What follows belongs to an exercise in optimizing a design on an open flow for small area; a production flow would make more cautious choices. Function was checked by simulation only, so behaviour that the tests miss may differ from the original. Power figures rest on the tool's default switching activity, not on a simulated workload.

==> flow/design.v (excerpt) <==
module terrain_gen #(
    parameter logic [7:0] MIN_H         = 8'd80,
    parameter logic [7:0] MAX_H         = 8'd115,
    parameter logic [2:0] GROUND_COLOUR = 3'b010
) (
    input  logic       CLOCK_50,
    input  logic       resetn,
    input  logic       start,
    input  logic [7:0] seed,
    input  logic       query_valid,
    input  logic [7:0] query_x,
    output logic [7:0] height,
    output logic       height_valid,
    output logic       ready,
    output logic       busy,
    output logic [7:0] vga_x,
    output logic [6:0] vga_y,
    output logic [2:0] vga_colour,
    output logic       vga_plot
);
Size in the first run: about 32 flip-flops, roughly 50 I/O pins, roughly 0.0034 mm2 of cells after synthesis.
clock: 10.0 ns
lec_check: 0
cap_margin: 20
core_margin: 2
core_utilization: 40
cts_buf_list: sky130_fd_sc_hd__clkbuf_4
cts_cluster_size: 10
gpl_timing_driven: 0
slew_margin: 20
standard.sh (not shown) runs the stock make flow with config.mk's settings and CLKGATE_MAP_FILE= SYNTH_SCRIPT=/design/flow/synth_recipe.tcl, a recipe that flattens the netlist after the stock synthesis.
==> flow/flow/run.sh <==
#!/bin/bash
# Layout flow: the standard flow (standard.sh), with two changes:
#  - synthesis maps the logic with an area-oriented ABC script (flow/abc.script) instead of
#    ORFS's speed script; everything else in synthesis is the standard script (synth_recipe.tcl
#    steps: -nofsm -noshare, flatten, rename), so the registers are the standard ones;
#  - port buffers use the smallest buffer (buf_1); every port still gets its buffer.
set -euo pipefail
HERE=$(pwd)
export MY_WORK=$HERE/flow_work
export MY_ABC_SCRIPT=$HERE/flow/abc.script
mkdir -p "$MY_WORK"
sed "s#SYNTH_SCRIPT=[^ ]*#SYNTH_SCRIPT=$HERE/flow/synth.tcl#" standard.sh > my_standard.sh
grep -q "SYNTH_SCRIPT=$HERE/flow/synth.tcl" my_standard.sh
export BUFFER_PORTS_ARGS="-buffer_cell sky130_fd_sc_hd__buf_1"
bash my_standard.sh synth > synth.log 2>&1
bash my_standard.sh finish > layout.log 2>&1
==> flow/flow/abc.script <==
strash
dch -f
amap
==> flow/flow/synth.tcl <==
proc synth {args} { yosys synth -nofsm -noshare {*}$args }
set f [open $::env(SCRIPTS_DIR)/synth_preamble.tcl]; set pre [read $f]; close $f
set pre [string map [list {set abc_script $::env(SCRIPTS_DIR)/abc_speed.script} "set abc_script $::env(MY_ABC_SCRIPT)" {set abc_script $::env(SCRIPTS_DIR)/abc_area.script} "set abc_script $::env(MY_ABC_SCRIPT)"] $pre]
set f [open $::env(MY_WORK)/preamble_mod.tcl w]; puts $f $pre; close $f
set f [open $::env(SCRIPTS_DIR)/synth.tcl]; set txt [read $f]; close $f
set txt [string map [list {source $::env(SCRIPTS_DIR)/synth_preamble.tcl} "source $::env(MY_WORK)/preamble_mod.tcl"] $txt]
set f [open $::env(MY_WORK)/synth_mod.tcl w]; puts $f $txt; close $f
source $::env(MY_WORK)/synth_mod.tcl
# left out here: clear keep_hierarchy, flatten, clean up, hide names made inside functions, write 1_2_yosys.v
Edit:
--- a/flow/design.v
+++ b/flow/design.v
@@ -279,48 +279,47 @@
             8'd244: rom = 5'd17;
             8'd245: rom = 5'd17;
             8'd246: rom = 5'd17;
             8'd247: rom = 5'd17;
             8'd248: rom = 5'd16;
             8'd249: rom = 5'd15;
             8'd250: rom = 5'd14;
             8'd251: rom = 5'd13;
             8'd252: rom = 5'd12;
             8'd253: rom = 5'd11;
             8'd254: rom = 5'd11;
-            8'd255: rom = 5'd11;
             default: rom = 5'd0;
         endcase
     endfunction
     logic [7:0] op;
     logic [7:0] cnt_nx;
     logic       cnt_en;
+    logic [8:0] sum9;
     logic       wrap;
     logic [7:0] idx;
     logic [4:0] rv;
     logic [5:0] hsum, hpath;
     assign op = s_ready ? query_x : cnt_nx;
     always_comb begin
-        logic [7:0] p, g;
-        logic [8:0] c, pp;
-        p = pos_q ^ op;
-        g = pos_q & op;
-        c[0]  = 1'b0;
-        pp[0] = 1'b1;
+        logic c;
+        c = 1'b0;
         for (int i = 0; i < 8; i++) begin
-            c[i+1]  = g[i] | (p[i] & c[i]);
-            pp[i+1] = pp[i] & p[i];
+            sum9[i] = pos_q[i] ^ op[i] ^ c;
+            c       = (pos_q[i] & op[i]) | (c & (pos_q[i] ^ op[i]));
         end
-        wrap = c[8];
+        sum9[8] = c;
+        wrap    = sum9[8] | (&sum9[7:0]);
+        c = wrap;
         for (int i = 0; i < 8; i++) begin
-            idx[i] = p[i] ^ (c[i] | (pp[i] & wrap));
+            idx[i] = sum9[i] ^ c;
+            c      = c & sum9[i];
         end
     end
     assign rv = rom(idx);
     always_comb begin
         logic       c;
         logic [5:0] r6;
         r6 = {1'b0, rv};
         c  = wrap;
         for (int i = 0; i < 6; i++) begin
             hsum[i] = r6[i] ^ acc_q[i] ^ c;
             c       = (r6[i] & acc_q[i]) | (c & (r6[i] ^ acc_q[i]));
The new run passed the timing, design-rule and antenna checks. Routed wire length increases by 6.2%. Critical path depth came out lower by 9. Setup slack got worse by 0.65 ns. Clock power went up by 25%. Worst hold slack loses 0.012 ns. Synthesized area barely changes. Total power went up by 9.2%. Maximum frequency falls by 6.7%. Global-route usage goes up by 0.53 points. Cell count shrinks by 0.63%. Clock-buffer cell count is lower by 2.

-- what the ideal ports hide --
The flow's constraints put no driver on any port. The routed layouts listed below were extracted and timed again, unchanged, in two steps. Step 1: set_driving_cell puts a clkbuf_16 on CLOCK_50 and a buf_2 on each other input, an assumption about the parent block. Step 2 adds t to the input delays and takes it off the output delays; t is the mean of the earliest and latest rising clock arrival at the registers after step 1. Input paths then give back, and output paths get back, about the clock's delay inside the block. Slacks: ideal / step 1 / step 2; pairs: ideal / step 1.
run	t, ns	slack for setup (ns)	clock arrival spread, ns	cell pins on the clock port's net
the first run	0.362	0.957 / 0.957 / 0.718	0.009 / 0.008	1
the second run	0.358	0.312 / 0.317 / -0.041	0.008 / 0.009	1
Met with ideal ports but missed after step 2: setup timing in the second run. For the second run, which loses most, drivers alone change the setup slack by +0.005 ns; drivers and shift together by -0.353 ns.
